This is an optimization exercise on Yosys and OpenROAD, whose aim is small area, a short achievable clock period and few clock cycles per item, not a production implementation. Only simulation tests tie the RTL to the original design; equivalence was not proved. Power is estimated from default activity; no workload was simulated.

--- config.mk ---
export PLATFORM = sky130hd
export DESIGN_NAME = linear_chirp_period_generator
export DESIGN_NICKNAME = linear_chirp_period_generator
export VERILOG_FILES = /design/flow/design.v
export SDC_FILE = /design/flow/constraint.sdc
export NUM_CORES = 4
export LEC_CHECK = 0
export CAP_MARGIN = 20
export CORE_MARGIN = 2
export CORE_UTILIZATION = 40
export SETUP_SLACK_MARGIN = 3.2
export SLEW_MARGIN = 20
--- constraint.sdc ---
create_clock -name core_clock -period 7.0 [get_ports {clk}]
set_input_delay 1.4000 -clock core_clock [delete_from_list [all_inputs] [get_ports {clk}]]
set_output_delay 1.4000 -clock core_clock [all_outputs]
set_load 0.01 [all_outputs]
--- design.v ---
`timescale 1ns / 1ps
package lcpg_pkg;
  localparam int FREQ_W   = 20;
  localparam int DUR_W    = 19;
  localparam int IDX_W    = 16;
  localparam int STEPS_W  = 17;
  localparam int RELOAD_W = 16;
  localparam int FREQ_MIN_HZ     = 4000;
  localparam int FREQ_MAX_HZ     = 500000;
  localparam int DURATION_MIN_US = 100;
  localparam int STEPS_MAX       = 65536;
  localparam int SLOPE_Q_W = $clog2(FREQ_MAX_HZ / DURATION_MIN_US + 1);
  localparam int START_FREQ_RST = 10000;
  localparam int STOP_FREQ_RST  = 200000;
  localparam int DURATION_RST   = 1000;
  localparam int CFG_IDX_W = 2;
  typedef logic [CFG_IDX_W-1:0] cfg_idx_t;
  localparam cfg_idx_t CFG_START_FREQ = 2'd0;
  localparam cfg_idx_t CFG_STOP_FREQ  = 2'd1;
  localparam cfg_idx_t CFG_DURATION   = 2'd2;
  typedef enum logic [2:0] {
    ST_IDLE,
    ST_DIV,
    ST_MUL,
    ST_RLD,
    ST_PUSH
  } state_t;
endpackage
`timescale 1ns / 1ps
module lcpg_div #(
  parameter int W = 21
) (
  input  logic [W-1:0] t,
  input  logic [W-1:0] f,
  output logic [W-1:0] r,
  output logic         ge
);
  localparam int LV = $clog2(W);
  logic [W-1:0] gl [0:LV];
  logic [W-1:0] pl [0:LV];
  logic [W-1:0] bin;
  assign gl[0] = ~t & f;
  assign pl[0] = ~t | f;
  genvar l, i;
  generate
    for (l = 0; l < LV; l++) begin : g_lv
      for (i = 0; i < W; i++) begin : g_bit
        if (((i >> l) & 1) == 1) begin : g_op
          localparam int J = ((i >> l) << l) - 1;
          assign gl[l+1][i] = gl[l][i] | (pl[l][i] & gl[l][J]);
          assign pl[l+1][i] = pl[l][i] & pl[l][J];
        end else begin : g_pass
          assign gl[l+1][i] = gl[l][i];
          assign pl[l+1][i] = pl[l][i];
        end
      end
    end
  endgenerate
  assign bin = {gl[LV][W-2:0], 1'b0};
  assign ge  = ~gl[LV][W-1];
  assign r   = t ^ ({W{ge}} & (f ^ bin));
endmodule
`timescale 1ns / 1ps
import lcpg_pkg::*;
module lcpg_mul (
  input  logic                        clk,
  input  logic                        rst_n,
  input  logic                        start,
  input  logic [lcpg_pkg::FREQ_W-1:0] mcand,
  input  logic [lcpg_pkg::IDX_W-1:0]  mplier,
  output logic [lcpg_pkg::FREQ_W-1:0] product,
  output logic                        done
);
  localparam int CNT_W = $clog2(IDX_W);
  logic [FREQ_W-1:0] mcand_r;
  logic [FREQ_W-1:0] acc_r, acc_nxt;
  logic [IDX_W-1:0]  mpl_r;
  logic [CNT_W-1:0]  cnt_r;
  logic              busy_r;
  logic              done_r;
  always_comb begin
    acc_nxt = {acc_r[FREQ_W-2:0], 1'b0} + (mpl_r[IDX_W-1] ? mcand_r : '0);
  end
  always_ff @(posedge clk) begin
    if (start) begin
      mcand_r <= mcand;
      mpl_r   <= mplier;
      acc_r   <= '0;
      cnt_r   <= '0;
    end else if (busy_r) begin
      acc_r   <= acc_nxt;
      mpl_r   <= {mpl_r[IDX_W-2:0], 1'b0};
      cnt_r   <= cnt_r + CNT_W'(1);
    end
  end
  always_ff @(posedge clk) begin
    if (!rst_n) begin
      busy_r <= 1'b0;
      done_r <= 1'b0;
    end else begin
      done_r <= busy_r && (cnt_r == CNT_W'(IDX_W - 1));
      if (start) begin
        busy_r <= 1'b1;
      end else if (busy_r && (cnt_r == CNT_W'(IDX_W - 1))) begin
        busy_r <= 1'b0;
      end
    end
  end
  assign product = acc_r;
  assign done    = done_r;
endmodule
`timescale 1ns / 1ps
import lcpg_pkg::*;
module linear_chirp_period_generator #(
  parameter int TIMER_CLOCK_HZ = 168000000,
  parameter int STEP_US        = 10
) (
  input  logic                          clk,
  input  logic                          rst_n,
  input  logic                          cfg_we,
  input  lcpg_pkg::cfg_idx_t            cfg_index,
  input  logic [lcpg_pkg::FREQ_W-1:0]   cfg_data,
  input  logic                          in_valid,
  output logic                          in_stall,
  input  logic                          in_restart,
  output logic                          out_valid,
  input  logic                          out_stall,
  output logic [lcpg_pkg::RELOAD_W-1:0] out_reload_value,
  output logic [lcpg_pkg::RELOAD_W-2:0] out_compare_value,
  output logic [lcpg_pkg::IDX_W-1:0]    out_step_number,
  output logic                          out_last_step
);
  localparam int NQ   = 16;
  localparam int CK_W = $clog2(TIMER_CLOCK_HZ + 1);
  localparam logic [CK_W-1:0] CK = CK_W'(TIMER_CLOCK_HZ);
  localparam logic [NQ-1:0] CUT_K = 16'h2AAA;
  localparam int SB   = 1;
  localparam int SQ   = 13;
  localparam int SU_N = (SQ + SB - 1) / SB;
  localparam int G_W  = DUR_W;
  localparam int C_LOAD = 1;
  localparam int C_DIV0 = 2;
  localparam int C_HRN  = C_DIV0 + SU_N;
  localparam int C_FIN  = C_HRN + 1;
  localparam logic [FREQ_W-1:0] FMIN = FREQ_W'(FREQ_MIN_HZ);
  localparam logic [FREQ_W-1:0] FMAX = FREQ_W'(FREQ_MAX_HZ);
  function automatic int rem_w(input int i);
    rem_w = FREQ_W;
    for (int b = FREQ_W; b >= 1; b--) begin
      if ((TIMER_CLOCK_HZ >> i) < (1 << b)) rem_w = b;
    end
  endfunction
  logic [FREQ_W-1:0] start_freq_r;
  logic [FREQ_W-1:0] stop_freq_r;
  logic [DUR_W-1:0]  duration_r;
  logic              su_busy_r;
  logic [4:0]        su_cnt_r;
  logic [IDX_W-1:0]  i_r;            
  logic [FREQ_W-1:0] x_r;            
  logic [FREQ_W-1:0] lo_r;           
  logic [FREQ_W-1:0] hi_r;           
  logic [FREQ_W-1:0] f_r;            
  logic [IDX_W-1:0]  delta_r;        
  logic [G_W-1:0]    g_r;            
  logic              z_r;            
  logic              w_r;            
  logic [1:0]        pq_cnt_r;
  logic              pq0_r, pq1_r;   
  logic              o_v_r, k_v_r;
  logic [NQ-1:0]     o_q_r, k_q_r;
  logic              o_l_r, k_l_r;
  logic              k_z_r;
  logic [IDX_W-1:0]  step_r;         
  logic              consume;
  logic              in_accept;
  logic              ring_r;
  logic              recirc;
  logic              ex_write, o_free, ok_full;
  logic [IDX_W-1:0]  step_inc;
  logic [IDX_W-1:0]  cur_i;
  logic              s_gt_p;
  logic [FREQ_W-1:0] s_lo, p_lo, s_hi, p_hi;
  logic [FREQ_W-1:0] lo_c, hi_c, diff_c;
  logic [FREQ_W:0]   df_t;
  logic [DUR_W-1:0]  dur_c;
  always_comb begin
    s_gt_p = start_freq_r > stop_freq_r;
    s_lo   = (start_freq_r <= FMIN) ? FMIN : start_freq_r;
    p_lo   = (stop_freq_r  <= FMIN) ? FMIN : stop_freq_r;
    s_hi   = (start_freq_r >= FMAX) ? FMAX : start_freq_r;
    p_hi   = (stop_freq_r  >= FMAX) ? FMAX : stop_freq_r;
    lo_c   = s_gt_p ? p_lo : s_lo;
    hi_c   = s_gt_p ? s_hi : p_hi;
    df_t   = {1'b0, hi_r} - {1'b0, lo_r};
    diff_c = df_t[FREQ_W] ? '0 : df_t[FREQ_W-1:0];
    dur_c  = (duration_r <= DUR_W'(DURATION_MIN_US)) ? DUR_W'(DURATION_MIN_US)
                                                     : duration_r;
  end
  always_ff @(posedge clk) begin
    if (!rst_n) begin
      start_freq_r <= FREQ_W'(START_FREQ_RST);
      stop_freq_r  <= FREQ_W'(STOP_FREQ_RST);
      duration_r   <= DUR_W'(DURATION_RST);
    end else begin
      if (cfg_we && (cfg_index == CFG_START_FREQ)) start_freq_r <= cfg_data;
      if (cfg_we && (cfg_index == CFG_STOP_FREQ))  stop_freq_r  <= cfg_data;
      duration_r <= (cfg_we && (cfg_index == CFG_DURATION)) ? cfg_data[DUR_W-1:0] : dur_c;
    end
  end
  always_ff @(posedge clk) begin
    lo_r <= lo_c;
    hi_r <= hi_c;
    i_r  <= cur_i;
    x_r  <= FREQ_W'(i_r) * FREQ_W'(STEP_US);
  end
  assign step_inc = step_r + IDX_W'(1);
  assign cur_i    = z_r ? '0 : step_inc;
  logic [G_W-1:0]    sd_r [0:SB];
  logic [SB-1:0]     sd_q;
  logic [FREQ_W-1:0] hz_add, hz_acc;
  logic [G_W+1:0]    g_fin;
  assign sd_r[0] = g_r;
  genvar k;
  generate
    for (k = 0; k < SB; k++) begin : g_sd
      logic [G_W:0] t;
      logic [G_W:0] rn;
      logic         ge;
      assign t = {sd_r[k], delta_r[SQ-1-k]};
      lcpg_div #(.W(G_W + 1)) u_sub (.t(t), .f({1'b0, duration_r}), .r(rn), .ge(ge));
      assign sd_q[SB-1-k] = ge;
      assign sd_r[k+1]    = rn[G_W-1:0];
    end
  endgenerate
  always_comb begin
    hz_add = '0;
    for (int b = 0; b < SB; b++) begin
      if (delta_r[b]) hz_add = hz_add + (x_r << b);
    end
    hz_acc = (f_r << SB) + hz_add;
    g_fin  = (G_W+2)'(duration_r) - (G_W+2)'(x_r);
  end
  always_ff @(posedge clk) begin
    if (!rst_n) begin
      su_busy_r <= 1'b1;
      su_cnt_r  <= '0;
    end else if (cfg_we) begin
      su_busy_r <= 1'b1;
      su_cnt_r  <= (cfg_index == CFG_DURATION) ? 5'(C_LOAD) : 5'd0;
    end else if (su_busy_r) begin
      su_cnt_r <= su_cnt_r + 5'd1;
      if (su_cnt_r == 5'(C_FIN)) su_busy_r <= 1'b0;
    end
  end
  logic              zero_b, last_b;
  logic [FREQ_W-1:0] f_b;
  logic [G_W-1:0]    g_b;
  always_comb begin
    zero_b = pq0_r || z_r || w_r;
    f_b    = zero_b ? lo_r : f_r;
    g_b    = zero_b ? duration_r : g_r;
    last_b = (g_b < G_W'(2 * STEP_US));
  end
  always_ff @(posedge clk) begin
    if (!rst_n) begin
      z_r <= 1'b1;
      w_r <= 1'b0;
    end else if (su_busy_r) begin
      if (su_cnt_r == 5'(C_FIN)) begin
        w_r <= g_fin[G_W+1] || (g_fin < (G_W+2)'(STEP_US));
      end
    end else if (consume) begin
      z_r <= last_b;
      w_r <= 1'b0;
    end
  end
  always_ff @(posedge clk) begin
    if (su_busy_r) begin
      if (su_cnt_r == 5'(C_LOAD)) begin
        g_r     <= G_W'(diff_c >> SQ);
        delta_r <= IDX_W'(diff_c[SQ-1:0]);
        f_r     <= '0;
      end else if (su_cnt_r == 5'(C_HRN)) begin
        f_r     <= hz_acc;
        delta_r <= IDX_W'(delta_r[SQ-1:0]) * IDX_W'(STEP_US);
      end else if (su_cnt_r == 5'(C_FIN)) begin
        f_r     <= lo_r + f_r;
        g_r     <= g_fin[G_W-1:0];
      end else if (su_cnt_r != 5'd0) begin
        g_r     <= sd_r[SB];
        delta_r <= {delta_r[IDX_W-SB-1:0], sd_q};
        f_r     <= (su_cnt_r == 5'(C_DIV0)) ? '0 : hz_acc;
      end
    end else if (consume) begin
      f_r <= f_b + FREQ_W'(delta_r);
      g_r <= g_b - G_W'(STEP_US);
    end
  end
  assign in_stall  = pq_cnt_r[1];
  assign in_accept = in_valid && !pq_cnt_r[1];
  assign consume   = (pq_cnt_r != 2'd0) && !su_busy_r && !recirc && !ring_r;
  always_ff @(posedge clk) begin
    if (!rst_n) begin
      pq_cnt_r <= 2'd0;
    end else begin
      pq_cnt_r <= pq_cnt_r + 2'(in_accept) - 2'(consume);
    end
  end
  always_ff @(posedge clk) begin
    if (consume) begin
      pq0_r <= (pq_cnt_r == 2'd2) ? pq1_r : in_restart;
    end else if (in_accept && (pq_cnt_r == 2'd0)) begin
      pq0_r <= in_restart;
    end
    if (in_accept) begin
      pq1_r <= in_restart;
    end
  end
  logic [FREQ_W-1:0] dv_r [0:NQ];
  logic [FREQ_W-1:0] dv_f [0:NQ];
  logic [NQ-1:0]     dv_q [0:NQ];
  logic              dv_v [0:NQ];
  logic              dv_z [0:NQ];
  logic              dv_l [0:NQ];
  logic              dv_h [0:NQ];
  assign dv_r[0] = FREQ_W'(TIMER_CLOCK_HZ >> NQ);
  assign dv_q[0] = '0;
  assign dv_f[0] = recirc ? dv_f[NQ] : f_b;
  assign dv_v[0] = recirc || consume;
  assign dv_z[0] = recirc ? dv_z[NQ] : zero_b;
  assign dv_l[0] = recirc ? dv_l[NQ] : last_b;
  assign dv_h[0] = recirc && (!ring_r || dv_h[NQ]);
  generate
    for (k = 0; k < NQ; k++) begin : g_stage
      localparam int BI = NQ - 1 - k;
      localparam int RW = rem_w(BI);
      logic [FREQ_W:0]   t;
      logic [FREQ_W:0]   d;
      logic              ge;
      logic [FREQ_W-1:0] rn;
      logic [NQ-1:0]     qn;
      assign t = {dv_r[k], CK[BI]};
      lcpg_div #(.W(FREQ_W + 1)) u_sub (.t(t), .f({1'b0, dv_f[k]}), .r(d), .ge(ge));
      always_comb begin
        rn = FREQ_W'(RW'(d[FREQ_W-1:0]));
        qn = {dv_q[k][NQ-2:0], ge};
      end
      if (CUT_K[k] && (k < NQ - 1)) begin : g_reg
        logic [FREQ_W-1:0] r_q;
        logic [FREQ_W-1:0] f_q;
        logic [NQ-1:0]     q_q;
        logic              v_q, z_q, l_q, h_q;
        always_ff @(posedge clk) begin
          if (!rst_n) begin
            v_q <= 1'b0;
          end else begin
            v_q <= dv_v[k];
          end
        end
        always_ff @(posedge clk) begin
          r_q <= rn;
          f_q <= dv_f[k];
          q_q <= qn;
          z_q <= dv_z[k];
          l_q <= dv_l[k];
          h_q <= dv_h[k];
        end
        assign dv_r[k+1] = r_q;
        assign dv_f[k+1] = f_q;
        assign dv_q[k+1] = q_q;
        assign dv_v[k+1] = v_q;
        assign dv_z[k+1] = z_q;
        assign dv_l[k+1] = l_q;
        assign dv_h[k+1] = h_q;
      end else begin : g_wire
        assign dv_r[k+1] = rn;
        assign dv_f[k+1] = dv_f[k];
        assign dv_q[k+1] = qn;
        assign dv_v[k+1] = dv_v[k];
        assign dv_z[k+1] = dv_z[k];
        assign dv_l[k+1] = dv_l[k];
        assign dv_h[k+1] = dv_h[k];
      end
    end
  endgenerate
  assign ok_full  = o_v_r && k_v_r;
  assign recirc   = dv_v[NQ] && (ok_full || (ring_r && !dv_h[NQ]));
  assign ex_write = dv_v[NQ] && !recirc;
  always_ff @(posedge clk) begin
    if (!rst_n) begin
      ring_r <= 1'b0;
    end else if (ring_r) begin
      if (dv_v[NQ] && dv_h[NQ] && !ok_full) ring_r <= 1'b0;
    end else begin
      ring_r <= recirc;
    end
  end
  logic              o_load;
  logic              k_load;
  logic              src_z;
  assign o_free = !o_v_r || !out_stall;
  assign o_load = o_free && (k_v_r || ex_write);
  assign k_load = ex_write && !(o_free && !k_v_r);
  assign src_z  = k_v_r ? k_z_r : dv_z[NQ];
  always_ff @(posedge clk) begin
    if (!rst_n) begin
      o_v_r <= 1'b0;
      k_v_r <= 1'b0;
    end else if (o_free) begin
      o_v_r <= k_v_r || ex_write;
      k_v_r <= k_v_r && ex_write;
    end else begin
      k_v_r <= k_v_r || ex_write;
    end
  end
  always_ff @(posedge clk) begin
    if (o_load) begin
      o_q_r  <= k_v_r ? k_q_r : dv_q[NQ];
      o_l_r  <= k_v_r ? k_l_r : dv_l[NQ];
      step_r <= src_z ? '0 : step_inc;
    end
    if (k_load) begin
      k_q_r <= dv_q[NQ];
      k_l_r <= dv_l[NQ];
      k_z_r <= dv_z[NQ];
    end
  end
  assign out_valid         = o_v_r;
  assign out_reload_value  = o_q_r;
  assign out_compare_value = o_q_r[NQ-1:1];
  assign out_step_number   = step_r;
  assign out_last_step     = o_l_r;
endmodule
--- run.sh ---
#!/bin/bash
# synth_recipe.tcl (not shown) runs the flow's synth.tcl, then flattens the netlist and writes it again
# the make line also repeats each setting of config.mk as NAME=value (left out here)
make -C /OpenROAD-flow-scripts/flow DESIGN_CONFIG=/design/flow/config.mk WORK_HOME=/design/flow/orfs CLKGATE_MAP_FILE= SYNTH_SCRIPT=/design/flow/synth_recipe.tcl finish
==> impl_metrics.env, run 1 <==
export IMPL_ys_ff_latch=607
export IMPL_max_cap_violations=0
export IMPL_cts_root_buf="clkbuf_16"
export IMPL_slew_violations=0
export IMPL_tightest_slew_ns=1.12
export IMPL_numClockSinks=607
export IMPL_layout_drive_gt1_share_pct=29.4
export IMPL_leakagePower_nw=20.5
export IMPL_ys_async_sr_fraction_pct=0
export IMPL_ir_drop_mv=0.256
export IMPL_fin_util_pct=54.0
export IMPL_synth_cell_types=96
export IMPL_final_common_cell="buf_4"
export IMPL_die_w_um=313
export IMPL_max_freq_ghz=0.177
export IMPL_routabilityCongestion=0.876
export IMPL_netlist_instances=4496
export IMPL_skew_ns=0.0305
export IMPL_postCtsHoldBufs=0
export IMPL_avgSynthCellArea_um2=8.49
export IMPL_pwr_share_comb_pct=58.6
export IMPL_end_kind="flip-flop"
export IMPL_gr_usage_all_layers_pct=22.3
export IMPL_io_buffers=77
export IMPL_finalSetupViolCount=0
export IMPL_clk_pin_slew_ns=0.06
export IMPL_hpwl_um=77900
export IMPL_outcome="timing/DRC/antenna clean"
export IMPL_area_growth_pct=34.2
export IMPL_start_util_pct=40.3
export IMPL_ff2ff_path_depth=21
export IMPL_cts_made_buffers=69
export IMPL_coreArea_um2=94900
export IMPL_vias=34000
export IMPL_wl_per_cell_um=18.2
export IMPL_grt_pass1_wl_um=177000
export IMPL_ios=78
export IMPL_p_int_mw=12.9
export IMPL_h_tree_depth=3
export IMPL_via_per_inst=5.40
export IMPL_seq_area_frac_synth_pct=34.7
export IMPL_rsz0062_at_grt="yes"
export IMPL_netlist_area_um2=38200
export IMPL_synth_edff_count=108
export IMPL_cp_arrival_ns=6.22
export IMPL_switching_share_pct=40.4
export IMPL_synth_ff_type="dfxtp_1"
export IMPL_grt_max_degree=76
export IMPL_setup_tns_final_ns=0
export IMPL_hold_start="dv_q[12][1]"
export IMPL_hold_path_class="flip-flop to flip-flop"
export IMPL_clock_path_buffers=3
export IMPL_yosysTopAreaCellShare_pct=26.2
export IMPL_final_nets=5185
export IMPL_dr_first_iter_drc_count=2545
export IMPL_row_count=113
export IMPL_layout_common_cells="390 x buf_4, 384 x dfxtp_1, 355 x xnor2_1"
export IMPL_finalCritPeriodShare_pct=80.9
export IMPL_slew_headroom_pct=25.3
export IMPL_grt_pass1_vias=32300
export IMPL_start_kind="flip-flop"
export IMPL_r2r_end="g_stage[13].g_reg.r_q[2]"
export IMPL_overflow=0
export IMPL_dieHeight_um=313
export IMPL_clkPwrFrac_pct=17.2
export IMPL_hold_violations=0
export IMPL_dieArea_um2=98000
export IMPL_power_per_cell_area_nw_per_um2=422
export IMPL_layout_min_cycle_time_ns=5.66
export IMPL_synth_area_leaders="dfxtp_1 26%, xnor2_1 9.5%, edfxtp_1 8.5%, ha_1 5.7%, nor2_1 4.0%"
export IMPL_drc_errors=0
export IMPL_seqPwrFrac_pct=24.2
export IMPL_antenna_found_initial=6
export IMPL_crit_fanout=6
export IMPL_firstDrtPassIters=8
export IMPL_routed_wl_um=115000
export IMPL_drtAntennaViolNets=0
export IMPL_hold_path_depth=0
export IMPL_power_switching_mw=8.73
export IMPL_holdWs_ns=0.321
export IMPL_regToRegSetupSlack_ns=1.34
export IMPL_hold_path_end="dv_q[14][3]"
export IMPL_synth_fp_nets=4706
export IMPL_clock_latency_ns=0.63
export IMPL_cts_tree="built"
export IMPL_worstSetupPathType="flip-flop to flip-flop"
export IMPL_synth_yosys_warnings=15
export IMPL_rr_startpoint="g_stage[11].g_reg.r_q[15]"
export IMPL_n_fill_cell=8291
export IMPL_antennaDiodeCount=0
export IMPL_crit_required_ns=7.56
export IMPL_synth_top_area_cell="dfxtp_1"
-- synthesized netlist by cell type (all sizes together), types with 10 or more instances --
master	instances
xor2	169
o32ai	10
nand4	14
nor2	408
o211ai	42
o21a	23
a22oi	37
or2	19
o221ai	22
maj3	119
a211oi	22
ha	175
nor4	14
and2	66
o2111ai	10
buf	39
a22o	25
edfxtp	108
nor2b	91
a31oi	38
a2111oi	13
nor3b	21
o21ai	217
inv	319
dfxtp	499
a21boi	61
o21bai	63
o22ai	53
and3	21
nand2b	86
or3	15
a2bb2oi	12
a21oi	261
mux2	40
clkbuf	141
nand3	74
mux2i	45
a221oi	10
nand2	404
nor3	62
a21o	53
xnor2	414
o31ai	25
-- power groups by stage --
stage / combinational [mW] / clock (mW) / sequential, mW
global placement: 8.58 / 0 / 5.24
finish: 12.7 / 3.71 / 5.24
global route: 13.7 / 3.93 / 5.32
floorplan: 7.54 / 0 / 4.81
detailed placement: 8.69 / 0 / 5.24
CTS: 11.2 / 3.78 / 5.18
-- layer usage --
| metal | global-route usage, % | vias up | part of all wire, % | routed length (µm) |
|---|---|---|---|---|
| met1 | 31.4 | 16300 | 47 | 53300 |
| met4 | 6.32 | 2 | 2.2 | 2550 |
| li1 | - | 16600 | - | - |
| met2 | 35.6 | 926 | 46 | 52200 |
| met5 | 0 | - | 0.0079 | 9 |
| met3 | 2.87 | 173 | 5.7 | 6570 |
-- worst max path at each step --
stage               slack [ns]                 startpoint                       end
global placement          0.81                        z_r                dv_r[2][3]
global route              1.07  g_stage[11].g_reg.f_q[13]  g_stage[13].g_reg.r_q[2]
floorplan                 1.41                      k_v_r                dv_r[2][3]
detailed placement        0.70                        z_r                dv_r[2][9]
CTS                       1.30  g_stage[11].g_reg.r_q[15]  g_stage[13].g_reg.r_q[2]
finish                    1.34  g_stage[11].g_reg.r_q[15]  g_stage[13].g_reg.r_q[2]
-- worst max-delay path, cell delays in order (launching register included) --
cell	delay, ns
dfxtp_2	0.32
nand2b_4	0.13
maj3_2	0.29
maj3_2	0.30
maj3_2	0.32
o2bb2ai_4	0.25
a211oi_2	0.06
o221a_1	0.26
maj3_2	0.32
maj3_2	0.35
a2111oi_4	0.22
o31ai_2	0.12
maj3_2	0.33
a221o_1	0.32
maj3_2	0.31
maj3_2	0.34
maj3_2	0.32
o221a_1	0.29
a21oi_4	0.19
buf_6	0.17
mux2i_1	0.22
xor2_1	0.15
-- through the flow --
step	instance area, µm²	setup WS (ns)	power, mW	instances
3_3_place_gp	41200	0.814	13.8	5694
4_1_cts	48700	1.30	20.1	6181
6_report	51200	1.34	21.6	6295
2_1_floorplan	39600	1.41	12.3	4496
3_5_place_dp	41200	0.700	13.9	5694
5_1_grt	51200	1.07	22.9	6295
-- registers in the layout (all words and copies together) (netlist names), 48 cells and up --
signal             count
dv_q                  56
g_stage.g_reg.r_q     80
g_stage.g_reg.f_q    140
dv_r                  48
-- cell families after synthesis --
| family | synth area share, % |
|---|---|
| buffers and inverters | 5.14 |
| adder cells (fa/ha/maj) | 9.26 |
| other | 0.00982 |
| multiplexers | 2.36 |
| AO/OA/AOI/OAI | 19.0 |
| AND/OR/NAND/NOR | 16.2 |
| XOR/XNOR | 13.4 |
| flip-flops | 34.7 |
-- what timing repair did --
action,4_1_cts,5_1_grt
gates cloned,14,0
pin swaps,285,215
resized for setup,541,359
buffers inserted,347,113
setup endpoints to repair,181,181
-- final cells by class --
type	count	area, µm²	share of cell area [%]
multi-input combinational	3388	27100	53.0
sequential	607	13500	26.4
timing repair buffer	587	5440	10.6
clock buffer	93	2000	3.91
tap	1265	1580	3.09
inverter	322	1250	2.44
clock inverter	33	309	0.603
Testbench counts, summed over its fixed seeds: cycles 4,416, items 2,688.
==> run 2, diff against run 1 <==
--- a/design.v
+++ b/design.v
@@ -31,15 +31,17 @@
   parameter int W = 21
 ) (
-  input  logic [W-1:0] t,
-  input  logic [W-1:0] f,
-  output logic [W-1:0] r,
+  input  logic [W-1:0] a,
+  input  logic [W-1:0] b,
+  output logic [W-1:0] d,
   output logic         ge
 );
   localparam int LV = $clog2(W);
+  logic [W-1:0] g, p;
   logic [W-1:0] gl [0:LV];
   logic [W-1:0] pl [0:LV];
-  logic [W-1:0] bin;
-  assign gl[0] = ~t & f;
-  assign pl[0] = ~t | f;
+  assign g = a & ~b;
+  assign p = ~(a ^ b);
+  assign gl[0] = {g[W-1:1], g[0] | p[0]};
+  assign pl[0] = {p[W-1:1], 1'b0};
   genvar l, i;
   generate
@@ -57,7 +59,6 @@
     end
   endgenerate
-  assign bin = {gl[LV][W-2:0], 1'b0};
-  assign ge  = ~gl[LV][W-1];
-  assign r   = t ^ ({W{ge}} & (f ^ bin));
+  assign d  = {p[W-1:1] ^ gl[LV][W-2:0], ~p[0]};
+  assign ge = gl[LV][W-1];
 endmodule
 `timescale 1ns / 1ps
@@ -132,10 +133,10 @@
 );
   localparam int NQ   = 16;
+  localparam int ND   = NQ / 2;
   localparam int CK_W = $clog2(TIMER_CLOCK_HZ + 1);
   localparam logic [CK_W-1:0] CK = CK_W'(TIMER_CLOCK_HZ);
-  localparam logic [NQ-1:0] CUT_K = 16'h2AAA;
-  localparam int SB   = 1;
-  localparam int SQ   = 13;
-  localparam int SU_N = (SQ + SB - 1) / SB;
+  localparam int F3_W = FREQ_W + 2;
+  localparam int SQ   = 14;
+  localparam int SU_N = SQ / 2;
   localparam int G_W  = DUR_W;
   localparam int C_LOAD = 1;
@@ -158,4 +159,6 @@
   logic [IDX_W-1:0]  i_r;            
   logic [FREQ_W-1:0] x_r;            
+  logic [F3_W-1:0]   x3_r;           
+  logic [G_W+1:0]    d3_r;           
   logic [FREQ_W-1:0] lo_r;           
   logic [FREQ_W-1:0] hi_r;           
@@ -213,30 +216,31 @@
     i_r  <= cur_i;
     x_r  <= FREQ_W'(i_r) * FREQ_W'(STEP_US);
+    x3_r <= F3_W'(x_r) * F3_W'(3);
+    d3_r <= (G_W+2)'(dur_c) * (G_W+2)'(3);
   end
   assign step_inc = step_r + IDX_W'(1);
   assign cur_i    = z_r ? '0 : step_inc;
-  logic [G_W-1:0]    sd_r [0:SB];
-  logic [SB-1:0]     sd_q;
+  logic [G_W+2:0]    sd_t;
+  logic [G_W+2:0]    sd_d1, sd_d2, sd_d3;
+  logic              sd_ge1, sd_ge2, sd_ge3;
+  logic [G_W-1:0]    sd_rn;
+  logic [1:0]        sd_q;
   logic [FREQ_W-1:0] hz_add, hz_acc;
   logic [G_W+1:0]    g_fin;
-  assign sd_r[0] = g_r;
-  genvar k;
-  generate
-    for (k = 0; k < SB; k++) begin : g_sd
-      logic [G_W:0] t;
-      logic [G_W:0] rn;
-      logic         ge;
-      assign t = {sd_r[k], delta_r[SQ-1-k]};
-      lcpg_div #(.W(G_W + 1)) u_sub (.t(t), .f({1'b0, duration_r}), .r(rn), .ge(ge));
-      assign sd_q[SB-1-k] = ge;
-      assign sd_r[k+1]    = rn[G_W-1:0];
-    end
-  endgenerate
+  assign sd_t = {1'b0, g_r, delta_r[SQ-1:SQ-2]};
+  lcpg_div #(.W(G_W + 3)) u_sd1 (.a(sd_t), .b((G_W+3)'(duration_r)),       .d(sd_d1), .ge(sd_ge1));
+  lcpg_div #(.W(G_W + 3)) u_sd2 (.a(sd_t), .b((G_W+3)'({duration_r, 1'b0})), .d(sd_d2), .ge(sd_ge2));
+  lcpg_div #(.W(G_W + 3)) u_sd3 (.a(sd_t), .b((G_W+3)'(d3_r)),             .d(sd_d3), .ge(sd_ge3));
   always_comb begin
-    hz_add = '0;
-    for (int b = 0; b < SB; b++) begin
-      if (delta_r[b]) hz_add = hz_add + (x_r << b);
-    end
-    hz_acc = (f_r << SB) + hz_add;
+    sd_rn = sd_ge3 ? sd_d3[G_W-1:0] : sd_ge2 ? sd_d2[G_W-1:0] :
+            sd_ge1 ? sd_d1[G_W-1:0] : sd_t[G_W-1:0];
+    sd_q  = {sd_ge2, sd_ge3 | (sd_ge1 & ~sd_ge2)};
+    case (delta_r[1:0])
+      2'd1:    hz_add = x_r;
+      2'd2:    hz_add = {x_r[FREQ_W-2:0], 1'b0};
+      2'd3:    hz_add = FREQ_W'(x3_r);
+      default: hz_add = '0;
+    endcase
+    hz_acc = {f_r[FREQ_W-3:0], 2'b00} + hz_add;
     g_fin  = (G_W+2)'(duration_r) - (G_W+2)'(x_r);
   end
@@ -288,6 +292,6 @@
         g_r     <= g_fin[G_W-1:0];
       end else if (su_cnt_r != 5'd0) begin
-        g_r     <= sd_r[SB];
-        delta_r <= {delta_r[IDX_W-SB-1:0], sd_q};
+        g_r     <= sd_rn;
+        delta_r <= {delta_r[IDX_W-3:0], sd_q};
         f_r     <= (su_cnt_r == 5'(C_DIV0)) ? '0 : hz_acc;
       end
@@ -317,36 +321,47 @@
     end
   end
-  logic [FREQ_W-1:0] dv_r [0:NQ];
-  logic [FREQ_W-1:0] dv_f [0:NQ];
-  logic [NQ-1:0]     dv_q [0:NQ];
-  logic              dv_v [0:NQ];
-  logic              dv_z [0:NQ];
-  logic              dv_l [0:NQ];
-  logic              dv_h [0:NQ];
-  assign dv_r[0] = FREQ_W'(TIMER_CLOCK_HZ >> NQ);
-  assign dv_q[0] = '0;
-  assign dv_f[0] = recirc ? dv_f[NQ] : f_b;
-  assign dv_v[0] = recirc || consume;
-  assign dv_z[0] = recirc ? dv_z[NQ] : zero_b;
-  assign dv_l[0] = recirc ? dv_l[NQ] : last_b;
-  assign dv_h[0] = recirc && (!ring_r || dv_h[NQ]);
+  logic [FREQ_W-1:0] dv_r  [0:ND];
+  logic [FREQ_W-1:0] dv_f  [0:ND];
+  logic [F3_W-1:0]   dv_f3 [0:ND];
+  logic [NQ-1:0]     dv_q  [0:ND];
+  logic              dv_v  [0:ND];
+  logic              dv_z  [0:ND];
+  logic              dv_l  [0:ND];
+  logic              dv_h  [0:ND];
+  assign dv_r[0]  = FREQ_W'(TIMER_CLOCK_HZ >> NQ);
+  assign dv_q[0]  = '0;
+  assign dv_f[0]  = recirc ? dv_f[ND] : f_b;
+  assign dv_f3[0] = '1;              
+  assign dv_v[0]  = recirc || consume;
+  assign dv_z[0]  = recirc ? dv_z[ND] : zero_b;
+  assign dv_l[0]  = recirc ? dv_l[ND] : last_b;
+  assign dv_h[0]  = recirc && (!ring_r || dv_h[ND]);
+  genvar k;
   generate
-    for (k = 0; k < NQ; k++) begin : g_stage
-      localparam int BI = NQ - 1 - k;
-      localparam int RW = rem_w(BI);
-      logic [FREQ_W:0]   t;
-      logic [FREQ_W:0]   d;
-      logic              ge;
+    for (k = 0; k < ND; k++) begin : g_stage
+      localparam int BI = NQ - 1 - 2 * k;
+      localparam int RW = rem_w(BI - 1);
+      logic [F3_W-1:0]   t;
+      logic [F3_W-1:0]   d1, d2, d3;
+      logic              ge1, ge2, ge3;
       logic [FREQ_W-1:0] rn;
       logic [NQ-1:0]     qn;
-      assign t = {dv_r[k], CK[BI]};
-      lcpg_div #(.W(FREQ_W + 1)) u_sub (.t(t), .f({1'b0, dv_f[k]}), .r(d), .ge(ge));
+      assign t = {dv_r[k], CK[BI], CK[BI-1]};
+      lcpg_div #(.W(F3_W)) u_s1 (.a(t), .b(F3_W'(dv_f[k])),         .d(d1), .ge(ge1));
+      lcpg_div #(.W(F3_W)) u_s2 (.a(t), .b(F3_W'({dv_f[k], 1'b0})), .d(d2), .ge(ge2));
+      if (k == 0) begin : g_d3
+        assign d3  = '0;
+        assign ge3 = 1'b0;
+      end else begin : g_d3
+        lcpg_div #(.W(F3_W)) u_s3 (.a(t), .b(dv_f3[k]), .d(d3), .ge(ge3));
+      end
       always_comb begin
-        rn = FREQ_W'(RW'(d[FREQ_W-1:0]));
-        qn = {dv_q[k][NQ-2:0], ge};
+        rn = FREQ_W'(RW'(ge3 ? d3 : ge2 ? d2 : ge1 ? d1 : t));
+        qn = {dv_q[k][NQ-3:0], ge2, ge3 | (ge1 & ~ge2)};
       end
-      if (CUT_K[k] && (k < NQ - 1)) begin : g_reg
+      if (k < ND - 1) begin : g_reg
         logic [FREQ_W-1:0] r_q;
         logic [FREQ_W-1:0] f_q;
+        logic [F3_W-1:0]   f3_q;
         logic [NQ-1:0]     q_q;
         logic              v_q, z_q, l_q, h_q;
@@ -359,37 +374,40 @@
         end
         always_ff @(posedge clk) begin
-          r_q <= rn;
-          f_q <= dv_f[k];
-          q_q <= qn;
-          z_q <= dv_z[k];
-          l_q <= dv_l[k];
-          h_q <= dv_h[k];
+          r_q  <= rn;
+          f_q  <= dv_f[k];
+          f3_q <= (k == 0) ? (F3_W'(dv_f[k]) + F3_W'({dv_f[k], 1'b0})) : dv_f3[k];
+          q_q  <= qn;
+          z_q  <= dv_z[k];
+          l_q  <= dv_l[k];
+          h_q  <= dv_h[k];
         end
-        assign dv_r[k+1] = r_q;
-        assign dv_f[k+1] = f_q;
-        assign dv_q[k+1] = q_q;
-        assign dv_v[k+1] = v_q;
-        assign dv_z[k+1] = z_q;
-        assign dv_l[k+1] = l_q;
-        assign dv_h[k+1] = h_q;
+        assign dv_r[k+1]  = r_q;
+        assign dv_f[k+1]  = f_q;
+        assign dv_f3[k+1] = f3_q;
+        assign dv_q[k+1]  = q_q;
+        assign dv_v[k+1]  = v_q;
+        assign dv_z[k+1]  = z_q;
+        assign dv_l[k+1]  = l_q;
+        assign dv_h[k+1]  = h_q;
       end else begin : g_wire
-        assign dv_r[k+1] = rn;
-        assign dv_f[k+1] = dv_f[k];
-        assign dv_q[k+1] = qn;
-        assign dv_v[k+1] = dv_v[k];
-        assign dv_z[k+1] = dv_z[k];
-        assign dv_l[k+1] = dv_l[k];
-        assign dv_h[k+1] = dv_h[k];
+        assign dv_r[k+1]  = rn;
+        assign dv_f[k+1]  = dv_f[k];
+        assign dv_f3[k+1] = dv_f3[k];
+        assign dv_q[k+1]  = qn;
+        assign dv_v[k+1]  = dv_v[k];
+        assign dv_z[k+1]  = dv_z[k];
+        assign dv_l[k+1]  = dv_l[k];
+        assign dv_h[k+1]  = dv_h[k];
       end
     end
   endgenerate
   assign ok_full  = o_v_r && k_v_r;
-  assign recirc   = dv_v[NQ] && (ok_full || (ring_r && !dv_h[NQ]));
-  assign ex_write = dv_v[NQ] && !recirc;
+  assign recirc   = dv_v[ND] && (ok_full || (ring_r && !dv_h[ND]));
+  assign ex_write = dv_v[ND] && !recirc;
   always_ff @(posedge clk) begin
     if (!rst_n) begin
       ring_r <= 1'b0;
     end else if (ring_r) begin
-      if (dv_v[NQ] && dv_h[NQ] && !ok_full) ring_r <= 1'b0;
+      if (dv_v[ND] && dv_h[ND] && !ok_full) ring_r <= 1'b0;
     end else begin
       ring_r <= recirc;
@@ -402,5 +420,5 @@
   assign o_load = o_free && (k_v_r || ex_write);
   assign k_load = ex_write && !(o_free && !k_v_r);
-  assign src_z  = k_v_r ? k_z_r : dv_z[NQ];
+  assign src_z  = k_v_r ? k_z_r : dv_z[ND];
   always_ff @(posedge clk) begin
     if (!rst_n) begin
@@ -416,12 +434,12 @@
   always_ff @(posedge clk) begin
     if (o_load) begin
-      o_q_r  <= k_v_r ? k_q_r : dv_q[NQ];
-      o_l_r  <= k_v_r ? k_l_r : dv_l[NQ];
+      o_q_r  <= k_v_r ? k_q_r : dv_q[ND];
+      o_l_r  <= k_v_r ? k_l_r : dv_l[ND];
       step_r <= src_z ? '0 : step_inc;
     end
     if (k_load) begin
-      k_q_r <= dv_q[NQ];
-      k_l_r <= dv_l[NQ];
-      k_z_r <= dv_z[NQ];
+      k_q_r <= dv_q[ND];
+      k_l_r <= dv_l[ND];
+      k_z_r <= dv_z[ND];
     end
   end
--- a/config.mk
+++ b/config.mk
@@ -9,4 +9,4 @@
 export CORE_MARGIN = 2
 export CORE_UTILIZATION = 40
-export SETUP_SLACK_MARGIN = 3.2
+export SETUP_SLACK_MARGIN = 3.8
 export SLEW_MARGIN = 20
==> run 2 against run 1 <==
Largest power group unchanged. Cell count increased by 25%. Critical path type unchanged. Routed wire length increased by 38%. Still clean on timing, DRC and antenna. Via count increased by 27%. Maximum frequency increased by 58%. Critical endpoint is now f_r[18]. Clock-buffer cell count increased by 34.
==> impl_metrics.env, run 2 <==
export IMPL_n_fill_cell=11900
export IMPL_synth_area_leaders="dfxtp_1 26%, ha_1 17%, edfxtp_1 6.2%, xnor2_1 4.6%, inv_1 3.8%"
export IMPL_cp_arrival_ns=4.02
export IMPL_synth_most_common_cell="ha_1"
export IMPL_max_freq_ghz=0.279
export IMPL_drtAntennaViolNets=0
export IMPL_postCtsHoldBufs=0
export IMPL_routed_wl_um=159000
export IMPL_crit_fanout=3
export IMPL_clock_path_buffers=3
export IMPL_synth_common_cells="694 x ha_1, 686 x dfxtp_1, 526 x inv_1, 367 x nor2_1, 365 x nand2_1"
export IMPL_outcome="timing/DRC/antenna clean"
export IMPL_slew_violations=0
export IMPL_rr_startpoint="pq0_r"
export IMPL_tightest_slew_ns=1.21
export IMPL_rsz0062_at_grt="yes"
export IMPL_gr_usage_all_layers_pct=22.8
export IMPL_via_per_inst=5.49
export IMPL_layout_common_cells="647 x ha_1, 613 x dfxtp_1, 486 x inv_1"
export IMPL_netlist_instances=5673
export IMPL_critPathLaunch="pq0_r"
export IMPL_fin_util_pct=48.9
export IMPL_crit_required_ns=7.43
export IMPL_numClockSinks=794
export IMPL_hold_path_class="flip-flop to flip-flop"
export IMPL_holdWs_ns=0.320
export IMPL_cpLargestDelayFamily="compound AO/OA/AOI/OAI gates"
export IMPL_finalSetupViolCount=0
export IMPL_hpwl_um=119000
export IMPL_multi_input_area_um2=35000
export IMPL_skew_ns=0.0260
export IMPL_final_common_cell="ha_1"
export IMPL_coreArea_um2=129000
export IMPL_start_util_pct=40.2
export IMPL_cp_slowest_cell="edfxtp_1"
export IMPL_max_cap_violations=0
export IMPL_start_kind="flip-flop"
export IMPL_dieHeight_um=365
export IMPL_synth_edff_count=108
export IMPL_leakagePower_nw=27.1
export IMPL_crit_top_cell="o21a_1"
export IMPL_finalCritPeriodShare_pct=51.3
export IMPL_h_tree_depth=3
export IMPL_row_count=132
export IMPL_area_growth_pct=21.5
export IMPL_cts_tree="built"
export IMPL_hold_start="g_stage[1].g_reg.l_q"
export IMPL_vias=43000
export IMPL_synth_top_area_cell="dfxtp_1"
export IMPL_ys_ff_latch=794
export IMPL_worstPathCellList="or3_4 > buf_12 > mux2_4 > buf_4 > ha_4 > inv_2 > fa_2 > nand2b_4 > a21oi_4 > o2111a_2 > o41ai_4 > o21a_1 > o21a_1 > xnor2_1 > o32a_1 > o21ai_1"
export IMPL_setup_tns_final_ns=0
export IMPL_die_w_um=365
export IMPL_regMostFlops="g_stage.g_reg.f3_q"
export IMPL_clock_latency_ns=0.70
export IMPL_cts_made_buffers=91
export IMPL_wl_per_cell_um=20.2
export IMPL_drc_errors=0
export IMPL_netlist_area_um2=52000
export IMPL_worstSetupPathType="flip-flop to flip-flop"
export IMPL_crit_buf_inv=3
export IMPL_io_buffers=77
export IMPL_overflow=0
export IMPL_layout_drive_gt1_share_pct=18.0
export IMPL_ys_async_sr_fraction_pct=0
export IMPL_yosysTopAreaCellShare_pct=26.4
export IMPL_hold_violations=0
export IMPL_synth_yosys_warnings=20
export IMPL_slew_headroom_pct=18.3
export IMPL_largest_reg_flops=154
export IMPL_power_per_cell_area_nw_per_um2=428
export IMPL_synth_fp_nets=6483
export IMPL_grt_pass1_vias=41600
export IMPL_dr_first_iter_drc_count=3057
export IMPL_synth_cell_types=103
export IMPL_seq_area_frac_synth_pct=32.6
export IMPL_dieArea_um2=133000
export IMPL_synth_ff_type="dfxtp_1"
export IMPL_firstDrtPassIters=5
export IMPL_layout_min_cycle_time_ns=3.59
export IMPL_antenna_found_initial=6
export IMPL_final_nets=6832
export IMPL_clk_pin_slew_ns=0.06
export IMPL_slowest_delay_ns=0.42
export IMPL_grt_pass1_wl_um=237000
export IMPL_routabilityCongestion=0.944
export IMPL_ios=78
export IMPL_ir_drop_mv=0.219
export IMPL_cts_root_buf="clkbuf_16"
export IMPL_grt_max_degree=76
export IMPL_end_kind="flip-flop"
export IMPL_ff_latch_area_um2=17100
export IMPL_avgSynthCellArea_um2=9.17
[run 2: cells by family (layout without fill, tap and decap cells)]
group	after synthesis	in the layout	share of synthesized area (%)
compound gates	1468	1469	18.8
simple gates	1320	1320	12.1
flops	794	794	32.6
fa+ha+maj	782	782	20.1
buf+inv	683	1106	5.17
xor+xnor	420	420	7.07
mux	205	205	4.19
other cells	1	3	0.00720
[run 2: power breakdown]
part	internal, mW	total [mW]	switching (mW)
registers	5.73	6.86	1.14
clock network	2.99	5.04	2.04
logic	7.22	15.2	7.96
[run 2: path summary, 6_finish.rpt]
kind	to	slack (ns)	cells past startpoint
worst max-delay path	f_r[18]	3.41	16
worst min-delay path	g_stage[2].g_reg.l_q	0.32	0
worst max register to register	f_r[18]	3.41	16
worst min register to register	g_stage[2].g_reg.l_q	0.32	0
[run 2: per-layer routing]
metal / global-route usage (%) / part of all wire [%]
met3: 3.50 / 5.8
met1: 31.2 / 46
met4: 7.00 / 3.0
met2: 36.9 / 45
met5: 0 / 0.015
[run 2: area by class of cell]
| type | count | share of cell area (%) |
|---|---|---|
| multi-input cells | 4197 | 55.4 |
| flip-flops and latches | 794 | 27.1 |
| repair buffers | 403 | 5.78 |
| clock buffers | 127 | 4.25 |
| well taps | 1742 | 3.45 |
| inverters | 534 | 3.28 |
| clock inverters | 41 | 0.772 |
| repair inverters | 1 | 0.00792 |
| diodes | 2 | 0.00792 |
[run 2: timing repair]
action | 4_1_cts | 5_1_grt
setup endpoints to repair | 266 | 231
gates resized for setup | 339 | 377
pin swaps | 136 | 196
gates cloned | 7 | 6
buffers inserted | 136 | 140
[run 2: through the flow]
stage	power [mW]	setup WS (ns)	instances	area, µm²
4_1_cts	26.0	3.47	7693	60500
5_1_grt	29.1	3.30	7839	63200
2_1_floorplan	16.8	3.35	5673	52300
3_3_place_gp	19.7	2.57	7382	54900
3_5_place_dp	19.9	2.59	7382	54900
6_report	27.1	3.41	7841	63200
Testbench counts of run 2, summed over its fixed seeds: cycles 4,032, items 2,688.
==> run 3, diff against run 2 <==
--- a/design.v
+++ b/design.v
@@ -164,5 +164,8 @@
   logic [FREQ_W-1:0] hi_r;           
   logic [FREQ_W-1:0] f_r;            
+  logic [F3_W-1:0]   f3_r;           
+  logic [F3_W-1:0]   lo3_r;          
   logic [IDX_W-1:0]  delta_r;        
+  logic [IDX_W+1:0]  delta3_r;       
   logic [G_W-1:0]    g_r;            
   logic              z_r;            
@@ -212,6 +215,7 @@
   end
   always_ff @(posedge clk) begin
-    lo_r <= lo_c;
-    hi_r <= hi_c;
+    lo_r  <= lo_c;
+    lo3_r <= F3_W'(lo_r) * F3_W'(3);
+    hi_r  <= hi_c;
     i_r  <= cur_i;
     x_r  <= FREQ_W'(i_r) * FREQ_W'(STEP_US);
@@ -259,8 +263,10 @@
   logic              zero_b, last_b;
   logic [FREQ_W-1:0] f_b;
+  logic [F3_W-1:0]   f3_b;
   logic [G_W-1:0]    g_b;
   always_comb begin
     zero_b = pq0_r || z_r || w_r;
     f_b    = zero_b ? lo_r : f_r;
+    f3_b   = zero_b ? lo3_r : f3_r;
     g_b    = zero_b ? duration_r : g_r;
     last_b = (g_b < G_W'(2 * STEP_US));
@@ -289,6 +295,8 @@
         delta_r <= IDX_W'(delta_r[SQ-1:0]) * IDX_W'(STEP_US);
       end else if (su_cnt_r == 5'(C_FIN)) begin
-        f_r     <= lo_r + f_r;
-        g_r     <= g_fin[G_W-1:0];
+        f_r      <= lo_r + f_r;
+        f3_r     <= lo3_r + F3_W'(f_r) + F3_W'({f_r, 1'b0});
+        delta3_r <= (IDX_W+2)'(delta_r) + (IDX_W+2)'({delta_r, 1'b0});
+        g_r      <= g_fin[G_W-1:0];
       end else if (su_cnt_r != 5'd0) begin
         g_r     <= sd_rn;
@@ -297,6 +305,7 @@
       end
     end else if (consume) begin
-      f_r <= f_b + FREQ_W'(delta_r);
-      g_r <= g_b - G_W'(STEP_US);
+      f_r  <= f_b + FREQ_W'(delta_r);
+      f3_r <= f3_b + F3_W'(delta3_r);
+      g_r  <= g_b - G_W'(STEP_US);
     end
   end
@@ -332,5 +341,5 @@
   assign dv_q[0]  = '0;
   assign dv_f[0]  = recirc ? dv_f[ND] : f_b;
-  assign dv_f3[0] = '1;              
+  assign dv_f3[0] = recirc ? dv_f3[ND] : f3_b;
   assign dv_v[0]  = recirc || consume;
   assign dv_z[0]  = recirc ? dv_z[ND] : zero_b;
@@ -376,5 +385,5 @@
           r_q  <= rn;
           f_q  <= dv_f[k];
-          f3_q <= (k == 0) ? (F3_W'(dv_f[k]) + F3_W'({dv_f[k], 1'b0})) : dv_f3[k];
+          f3_q <= dv_f3[k];
           q_q  <= qn;
           z_q  <= dv_z[k];
--- a/config.mk
+++ b/config.mk
@@ -8,5 +8,5 @@
 export CAP_MARGIN = 20
 export CORE_MARGIN = 2
-export CORE_UTILIZATION = 40
+export CORE_UTILIZATION = 60
 export SETUP_SLACK_MARGIN = 3.8
 export SLEW_MARGIN = 20
==> run 3 against run 2 <==
Still clean on timing, DRC and antenna. Critical path depth unchanged. Register-to-register slack got worse by 0.31 ns. Clock-buffer cell count decreased by 3. Sequential cell count increased by 69. Maximum frequency decreased by 8.0%. First-iteration DRC count increased by 17%. Sequential share of layout area about the same. Global-route usage increased by 13 points. Non-clock buffer count increased by 132. Worst setup slack got worse by 0.31 ns. Synthesized area increased by 8.4%. Highest routed layer is now met4.
==> impl_metrics.env, run 3 <==
export IMPL_skew_ns=0.0265
export IMPL_holdWs_ns=0.322
export IMPL_start_kind="flip-flop"
export IMPL_dieArea_um2=96500
export IMPL_hpwl_um=127000
export IMPL_r2r_end="f3_r[21]"
export IMPL_hold_start="g_stage[2].g_reg.l_q"
export IMPL_io_buffers=77
export IMPL_finalCritPeriodShare_pct=55.7
export IMPL_worstPathCellList="or3_4 > buf_6 > buf_12 > nand2_1 > nand2_2 > ha_4 > nand2_1 > o211ai_1 > o211ai_1 > a21boi_2 > o41ai_4 > o21ai_2 > nor4_2 > or4b_4 > xnor2_2 > o22ai_1"
export IMPL_hold_violations=0
export IMPL_final_common_cell="ha_1"
export IMPL_area_growth_pct=24.1
export IMPL_avgSynthCellArea_um2=9.17
export IMPL_ff2ff_path_depth=16
export IMPL_seqPwrFrac_pct=23.8
export IMPL_clock_path_buffers=3
export IMPL_clock_latency_ns=0.68
export IMPL_synth_most_common_cell="ha_1"
export IMPL_cts_root_buf="clkbuf_16"
export IMPL_crit_required_ns=7.38
export IMPL_seq_area_frac_synth_pct=33.2
export IMPL_clk_pin_slew_ns=0.06
export IMPL_row_count=112
export IMPL_pwr_share_comb_pct=60.0
export IMPL_cts_tree="built"
export IMPL_multi_input_area_um2=38900
export IMPL_crit_buf_inv=2
export IMPL_max_cap_violations=0
export IMPL_rr_startpoint="pq0_r"
export IMPL_p_int_mw=18.4
export IMPL_power_per_cell_area_nw_per_um2=457
export IMPL_grt_max_degree=56
export IMPL_netlist_instances=6158
export IMPL_postCtsHoldBufs=0
export IMPL_cpLargestDelayFamily="simple AND/OR/NAND/NOR gates"
export IMPL_tightest_slew_ns=1.31
export IMPL_yosysTopAreaCellShare_pct=25.4
export IMPL_synth_edff_count=148
export IMPL_slowest_delay_ns=0.51
export IMPL_slew_headroom_pct=11.5
export IMPL_ys_ff_latch=863
export IMPL_hold_path_class="flip-flop to flip-flop"
export IMPL_routed_wl_um=181000
export IMPL_layout_common_cells="653 x ha_1, 604 x dfxtp_1, 475 x inv_1"
export IMPL_synth_common_cells="738 x ha_1, 715 x dfxtp_1, 523 x inv_1, 451 x nor2_1, 434 x nand2_1"
export IMPL_switching_share_pct=42.5
export IMPL_synth_ff_type="dfxtp_1"
export IMPL_die_w_um=311
export IMPL_setup_tns_final_ns=0
export IMPL_worstSetupPathType="flip-flop to flip-flop"
export IMPL_numClockSinks=863
export IMPL_drc_errors=0
export IMPL_largest_reg_flops=154
export IMPL_netlist_area_um2=56400
export IMPL_layout_drive_gt1_share_pct=20.9
export IMPL_synth_cell_types=100
export IMPL_ys_async_sr_fraction_pct=0
export IMPL_leakagePower_nw=30.0
export IMPL_slew_violations=0
export IMPL_n_fill_cell=6618
export IMPL_layout_min_cycle_time_ns=3.90
export IMPL_coreArea_um2=93300
export IMPL_wl_per_cell_um=22.8
export IMPL_via_per_inst=6.10
export IMPL_total_power_mw=32.0
export IMPL_grt_pass1_vias=47200
export IMPL_overflow=0
export IMPL_routabilityCongestion=0.943
export IMPL_cts_made_buffers=93
export IMPL_vias=48600
export IMPL_regToRegSetupSlack_ns=3.10
export IMPL_antenna_found_initial=3
export IMPL_end_kind="flip-flop"
export IMPL_h_tree_depth=3
export IMPL_synth_fp_nets=7034
export IMPL_regMostFlops="g_stage.g_reg.f3_q"
export IMPL_grt_pass1_wl_um=267000
export IMPL_power_switching_mw=13.6
export IMPL_gr_usage_all_layers_pct=35.3
export IMPL_max_freq_ghz=0.256
export IMPL_place_ws_ns=2.19
export IMPL_firstDrtPassIters=7
export IMPL_cp_arrival_ns=4.28
export IMPL_clkPwrFrac_pct=16.2
export IMPL_final_nets=7507
export IMPL_start_util_pct=60.5
export IMPL_crit_end="f3_r[21]"
export IMPL_layout_setup_ws_ns=3.10
export IMPL_dr_first_iter_drc_count=3582
export IMPL_ff_latch_area_um2=19000
export IMPL_ios=78
export IMPL_ir_drop_mv=0.285
export IMPL_cp_slowest_cell="or4b_4"
export IMPL_crit_fanout=5
export IMPL_synth_area_leaders="dfxtp_1 25%, ha_1 16%, edfxtp_1 7.9%, xnor2_1 4.5%, fa_1 3.9%"
export IMPL_dieHeight_um=311
export IMPL_finalSetupViolCount=0
export IMPL_cp_depth=16
export IMPL_synth_yosys_warnings=20
export IMPL_synth_top_area_cell="dfxtp_1"
export IMPL_outcome="timing/DRC/antenna clean"
export IMPL_drtAntennaViolNets=0
export IMPL_rsz0062_at_grt="yes"
export IMPL_critPathLaunch="pq0_r"
==> run 3: cell count changes after synthesis, sizes merged, moves of 22 or more <==
cell	previous run	this run
mux2i	129	90
dfxtp	686	715
nand2	365	434
fa	88	110
nor2	367	453
nor2b	62	85
ha	694	738
edfxtp	108	148
mux2	76	50
a21oi	331	401
a211o	6	28
==> run 3: area by class of cell <==
class                           instances  area share (%)
Timing Repair inverter                  6          0.0643
Antenna cell                            2         0.00715
Timing Repair Buffer                  535            7.47
Clock buffer                          124            3.81
Inverter                              524            2.89
Multi-Input combinational cell       4608            55.6
Tap cell                             1254            2.24
Clock inverter                         49           0.783
Sequential cell                       863            27.1
==> run 3: power by group through the flow <==
stage               registers [mW]  clock network, mW  logic [mW]
floorplan                     6.99                  0        11.0
global placement              7.64                  0        13.6
detailed placement            7.62                  0        13.8
CTS                           7.52               5.24        16.7
global route                  7.69               5.44        20.7
finish                        7.61               5.18        19.2
==> run 3: how the worst min path moves through the flow <==
stage	endpoint	slack, ns	cells after the start
after floorplan	dv_q[2][2]	0.31	0
after global placement	g_stage[1].g_reg.l_q	0.31	0
after detailed placement	dv_q[6][11]	0.31	0
after CTS	dv_q[2][2]	0.32	0
after global routing	g_stage[6].g_reg.z_q	0.32	0
final	g_stage[3].g_reg.l_q	0.32	0
==> run 3: worst reg2reg max path, cell delays in order, from the launching register on <==
cell and delay (ns):
edfxtp_1 0.40, or3_4 0.42, buf_6 0.17, buf_12 0.13, nand2_1 0.10, nand2_2 0.09
ha_4 0.29, nand2_1 0.07, o211ai_1 0.37, o211ai_1 0.17, a21boi_2 0.25, o41ai_4 0.10
o21ai_2 0.20, nor4_2 0.07, or4b_4 0.51, xnor2_2 0.18, o22ai_1 0.10
==> run 3: through the flow <==
stage / cells / area, µm² / utilization [%]
final: 7965 / 70000 / 75.0
after global routing: 7965 / 70000 / 75.0
after CTS: 7808 / 66900 / 71.7
after detailed placement: 7359 / 58800 / 63.0
after global placement: 7359 / 58800 / 63.0
after floorplan: 6158 / 56900 / -
==> run 3: cells by family (layout without fill, tap and decap cells) <==
family / after synthesis / in the layout / synth area share (%)
xor gates and xnor gates: 455 / 455 / 7.06
other: 1 / 3 / 0.00664
adders and majority gates: 848 / 848 / 20.3
muxes: 140 / 140 / 2.60
and+or+nand+nor: 1538 / 1539 / 12.9
buffers and inverters: 696 / 1238 / 4.81
AOI/OAI and AO/OA: 1617 / 1625 / 19.1
DFF: 863 / 863 / 33.2
==> run 3: what timing repair did <==
action / in CTS / in global routing
buffers inserted: 255 / 147
resized for setup: 624 / 417
pin swaps: 231 / 260
hold endpoints to repair: 0 / 0
gates cloned: 21 / 8
endpoints found under the setup margin: 270 / 232
==> run 3: per-layer routing <==
| metal | global-route usage, % | vias to the layer above | wire [µm] |
|---|---|---|---|
| met1 | 41.5 | 23300 | 70600 |
| met2 | 59.8 | 1694 | 85900 |
| met5 | 0 | - | 0 |
| met3 | 4.11 | 550 | 9140 |
| li1 | - | 23000 | - |
| met4 | 25.7 | 0 | 15600 |
Testbench counts of run 3, summed over its fixed seeds: cycles 4,032, items 2,688.
==> run 4, diff against run 3 <==
--- a/design.v
+++ b/design.v
@@ -221,5 +221,5 @@
     x_r  <= FREQ_W'(i_r) * FREQ_W'(STEP_US);
     x3_r <= F3_W'(x_r) * F3_W'(3);
-    d3_r <= (G_W+2)'(dur_c) * (G_W+2)'(3);
+    d3_r <= (G_W+2)'(duration_r) * (G_W+2)'(3);
   end
   assign step_inc = step_r + IDX_W'(1);
@@ -235,5 +235,7 @@
   lcpg_div #(.W(G_W + 3)) u_sd1 (.a(sd_t), .b((G_W+3)'(duration_r)),       .d(sd_d1), .ge(sd_ge1));
   lcpg_div #(.W(G_W + 3)) u_sd2 (.a(sd_t), .b((G_W+3)'({duration_r, 1'b0})), .d(sd_d2), .ge(sd_ge2));
-  lcpg_div #(.W(G_W + 3)) u_sd3 (.a(sd_t), .b((G_W+3)'(d3_r)),             .d(sd_d3), .ge(sd_ge3));
+  logic              sd_ge3_raw;
+  lcpg_div #(.W(G_W + 3)) u_sd3 (.a(sd_t), .b((G_W+3)'(d3_r)),             .d(sd_d3), .ge(sd_ge3_raw));
+  assign sd_ge3 = sd_ge3_raw && (su_cnt_r != 5'(C_DIV0));
   always_comb begin
     sd_rn = sd_ge3 ? sd_d3[G_W-1:0] : sd_ge2 ? sd_d2[G_W-1:0] :
@@ -264,11 +266,15 @@
   logic [FREQ_W-1:0] f_b;
   logic [F3_W-1:0]   f3_b;
-  logic [G_W-1:0]    g_b;
+  logic [FREQ_W-1:0] f_nx;
+  logic [F3_W-1:0]   f3_nx;
+  logic [G_W-1:0]    g_nx;
   always_comb begin
     zero_b = pq0_r || z_r || w_r;
     f_b    = zero_b ? lo_r : f_r;
     f3_b   = zero_b ? lo3_r : f3_r;
-    g_b    = zero_b ? duration_r : g_r;
-    last_b = (g_b < G_W'(2 * STEP_US));
+    last_b = !zero_b && (g_r < G_W'(2 * STEP_US));
+    f_nx   = zero_b ? (lo_r + FREQ_W'(delta_r)) : (f_r + FREQ_W'(delta_r));
+    f3_nx  = zero_b ? (lo3_r + F3_W'(delta3_r)) : (f3_r + F3_W'(delta3_r));
+    g_nx   = zero_b ? (duration_r - G_W'(STEP_US)) : (g_r - G_W'(STEP_US));
   end
   always_ff @(posedge clk) begin
@@ -305,7 +311,7 @@
       end
     end else if (consume) begin
-      f_r  <= f_b + FREQ_W'(delta_r);
-      f3_r <= f3_b + F3_W'(delta3_r);
-      g_r  <= g_b - G_W'(STEP_US);
+      f_r  <= f_nx;
+      f3_r <= f3_nx;
+      g_r  <= g_nx;
     end
   end
--- a/config.mk
+++ b/config.mk
@@ -9,4 +9,4 @@
 export CORE_MARGIN = 2
 export CORE_UTILIZATION = 60
-export SETUP_SLACK_MARGIN = 3.8
+export SETUP_SLACK_MARGIN = 4.0
 export SLEW_MARGIN = 20
==> run 4 against run 3 <==
First-iteration DRC count rose by 3.7%. Non-clock buffer count rose by 64. Maximum frequency fell by 1.2%. Sequential cell count did not move. Combinational power rose by 12%. Clock power rose by 3%. Via count rose by 3.2%. Final area rose by 3.7%. Global-route usage rose by 0.92 points. Clock skew rose by 0.016 ns. Core utilization rose by 2.5 points. Critical path type unchanged. Critical endpoint is now f_r[19]. Largest cell class unchanged. Largest power group unchanged.
==> impl_metrics.env, run 4 <==
export IMPL_antenna_found_initial=12
export IMPL_power_per_cell_area_nw_per_um2=475
export IMPL_netlist_area_um2=56800
export IMPL_ir_drop_mv=0.269
export IMPL_hold_start="dv_q[6][8]"
export IMPL_synth_most_common_cell="ha_1"
export IMPL_crit_required_ns=7.43
export IMPL_clock_path_buffers=3
export IMPL_max_cap_violations=0
export IMPL_synth_edff_count=148
export IMPL_synth_yosys_warnings=20
export IMPL_wl_per_cell_um=23.7
export IMPL_drtAntennaViolNets=0
export IMPL_coreArea_um2=93600
export IMPL_clk_pin_slew_ns=0.07
export IMPL_grt_pass1_wl_um=275000
export IMPL_rr_startpoint="delta_r[0]"
export IMPL_total_power_mw=34.5
export IMPL_end_kind="flip-flop"
export IMPL_r2r_end="f_r[19]"
export IMPL_n_fill_cell=6350
export IMPL_ys_ff_latch=863
export IMPL_synth_area_leaders="dfxtp_1 25%, ha_1 17%, edfxtp_1 7.8%, xnor2_1 4.5%, fa_1 3.9%"
export IMPL_synth_common_cells="757 x ha_1, 715 x dfxtp_1, 516 x inv_1, 444 x nor2_1, 438 x nand2_1"
export IMPL_synth_top_family_by_area="adder cells"
export IMPL_vias=50100
export IMPL_avgSynthCellArea_um2=9.19
export IMPL_seq_area_frac_synth_pct=33.0
export IMPL_dieHeight_um=312
export IMPL_rsz0062_at_grt="yes"
export IMPL_final_nets=7635
export IMPL_layout_common_cells="659 x ha_1, 595 x dfxtp_1, 465 x inv_1"
export IMPL_layout_drive_gt1_share_pct=24.0
export IMPL_synth_fp_nets=7081
export IMPL_finalCritPeriodShare_pct=56.4
export IMPL_yosysTopAreaCellShare_pct=25.2
export IMPL_hold_violations=0
export IMPL_start_util_pct=60.7
export IMPL_io_buffers=77
export IMPL_muxShareOfSynthArea_pct=2.95
export IMPL_multi_input_area_um2=40400
export IMPL_worstSetupPathType="flip-flop to flip-flop"
export IMPL_grt_max_degree=76
export IMPL_final_common_cell="ha_1"
export IMPL_layout_min_cycle_time_ns=3.95
export IMPL_synth_ff_type="dfxtp_1"
export IMPL_routabilityCongestion=0.921
export IMPL_leakagePower_nw=31.1
export IMPL_postCtsHoldBufs=0
export IMPL_largest_reg_flops=154
export IMPL_ff_latch_area_um2=19000
export IMPL_h_tree_depth=3
export IMPL_synth_cell_types=94
export IMPL_start_kind="flip-flop"
export IMPL_hold_path_class="flip-flop to flip-flop"
export IMPL_numClockSinks=863
export IMPL_tightest_slew_ns=1.16
export IMPL_ff2ff_path_depth=15
export IMPL_cts_made_buffers=94
export IMPL_regToRegSetupSlack_ns=3.05
export IMPL_setup_tns_final_ns=0
export IMPL_ys_async_sr_fraction_pct=0
export IMPL_area_growth_pct=27.8
export IMPL_routed_wl_um=192000
export IMPL_hold_path_end="dv_q[7][10]"
export IMPL_cts_root_buf="clkbuf_16"
export IMPL_crit_fanout=8
export IMPL_synth_adder_area_share_pct=20.5
export IMPL_hpwl_um=129000
export IMPL_hold_path_depth=0
export IMPL_die_w_um=312
export IMPL_netlist_instances=6186
export IMPL_gr_usage_all_layers_pct=36.3
export IMPL_ios=78
export IMPL_synth_simple_gate_area_share_pct=12.8
export IMPL_skew_ns=0.0424
export IMPL_cts_tree="built"
export IMPL_finalSetupViolCount=0
export IMPL_max_freq_ghz=0.253
export IMPL_regMostFlops="g_stage.g_reg.f3_q"
export IMPL_dieArea_um2=97200
export IMPL_drc_errors=0
export IMPL_via_per_inst=6.20
export IMPL_synth_compound_area_share_pct=18.9
export IMPL_grt_pass1_vias=48500
export IMPL_synth_xor_area_share_pct=7.11
export IMPL_row_count=112
export IMPL_firstDrtPassIters=6
export IMPL_overflow=0
export IMPL_dr_first_iter_drc_count=3713
export IMPL_cp_arrival_ns=4.37
export IMPL_clock_latency_ns=0.71
export IMPL_slew_violations=0
export IMPL_outcome="timing/DRC/antenna clean"
export IMPL_synth_top_area_cell="dfxtp_1"
export IMPL_slew_headroom_pct=22.1
run 4: cells by family after synthesis:
family	Yosys count
compound gates	1624
fa+ha+maj	867
simple gates	1532
mux	158
other cells	1
xor+xnor	461
buf+inv	680
flops	863
run 4: power by group:
part / switching, mW / internal (mW) / leakage (nW) / total (mW)
Clock: 2.28 / 3.05 / 1.63 / 5.33
Sequential: 1.41 / 6.28 / 7.32 / 7.69
Combinational: 11.3 / 10.2 / 22.1 / 21.5
Total: 15.0 / 19.5 / 31.1 / 34.5
run 4: how the worst max path moves through the flow:
stage,start,to,depth (start not counted)
4_1_cts,pq0_r,f3_r[18],15
3_5_place_dp,z_r,f_r[15],13
2_1_floorplan,z_r,f3_r[18],21
6_report,delta_r[0],f_r[19],15
5_1_grt,delta_r[0],f_r[19],15
3_3_place_gp,z_r,f_r[15],13
run 4: metrics by stage:
stage	util, %	hold slack [ns]	cells	worst slack, ns	area, µm²
floorplan	-	0.310	6186	3.13	57500
global placement	63.5	0.310	7402	2.30	59400
detailed placement	63.5	0.312	7402	2.26	59400
CTS	73.2	0.324	7895	3.12	68600
global route	77.6	0.331	8075	2.88	72600
finish	77.6	0.311	8078	3.05	72600
run 4: critical path, cell delays in order, from the launching register on:
cell and delay (ns):
edfxtp_1 0.50, inv_2 0.11, ha_4 0.21, a222oi_1 0.34, nor2_1 0.12, ha_1 0.32
o21ai_0 0.09, o21bai_1 0.24, a21o_1 0.19, a31o_4 0.17, a211oi_2 0.07, nor3_2 0.35
a2111oi_4 0.13, or4_4 0.56, a221oi_2 0.25, a31oi_1 0.06
run 4: timing repair:
action                                  CTS  global route
gates resized for setup                 748           566
endpoints found under the setup margin  299           275
pin swaps                               277           334
buffers inserted                        278           164
cloned                                   38            16
run 4: final cells by class:
class,instances,share of cell area [%]
Multi-Input combinational cell,4653,55.6
Sequential cell,863,26.2
Clock inverter,64,0.996
Tap cell,1254,2.16
Inverter,523,2.88
Clock buffer,113,3.60
Timing Repair inverter,6,0.0775
Timing Repair Buffer,599,8.49
Antenna cell,3,0.0103
run 4: metal layers:
layer / track usage, % / up-vias / part of all wire [%]
met4: 24.7 / 2 / 8.7
li1: - / 23300 / -
met1: 41.3 / 23900 / 37
met2: 63.1 / 2110 / 48
met5: 0 / - / 0.0063
met3: 4.92 / 805 / 6.2
Testbench counts of run 4, summed over its fixed seeds: cycles 4,032, items 2,688.

==> re-timing with driven ports <==
No port has a modelled driver above. Below, the same layouts with a new extraction and two added sets of constraints.
Step 1, drivers: a clkbuf_16 drives clk and a buf_2 each remaining input, both assumed.
Step 2 times the ports against the registers' clock, not the clock port: input delays grow and output delays shrink by t, the midpoint of the rising clock arrivals with the driver on.
Slacks: no drivers / after step 1 / after step 2; pairs: no drivers / after step 1.
run	t, ns	setup WS [ns]
run 1	0.684	1.337 / 1.337 / 1.337
run 2	0.754	3.411 / 3.411 / 3.396
run 3	0.738	3.100 / 3.100 / 3.100
run 4	0.762	3.051 / 3.051 / 3.051
After both steps every run listed still meets setup and hold.
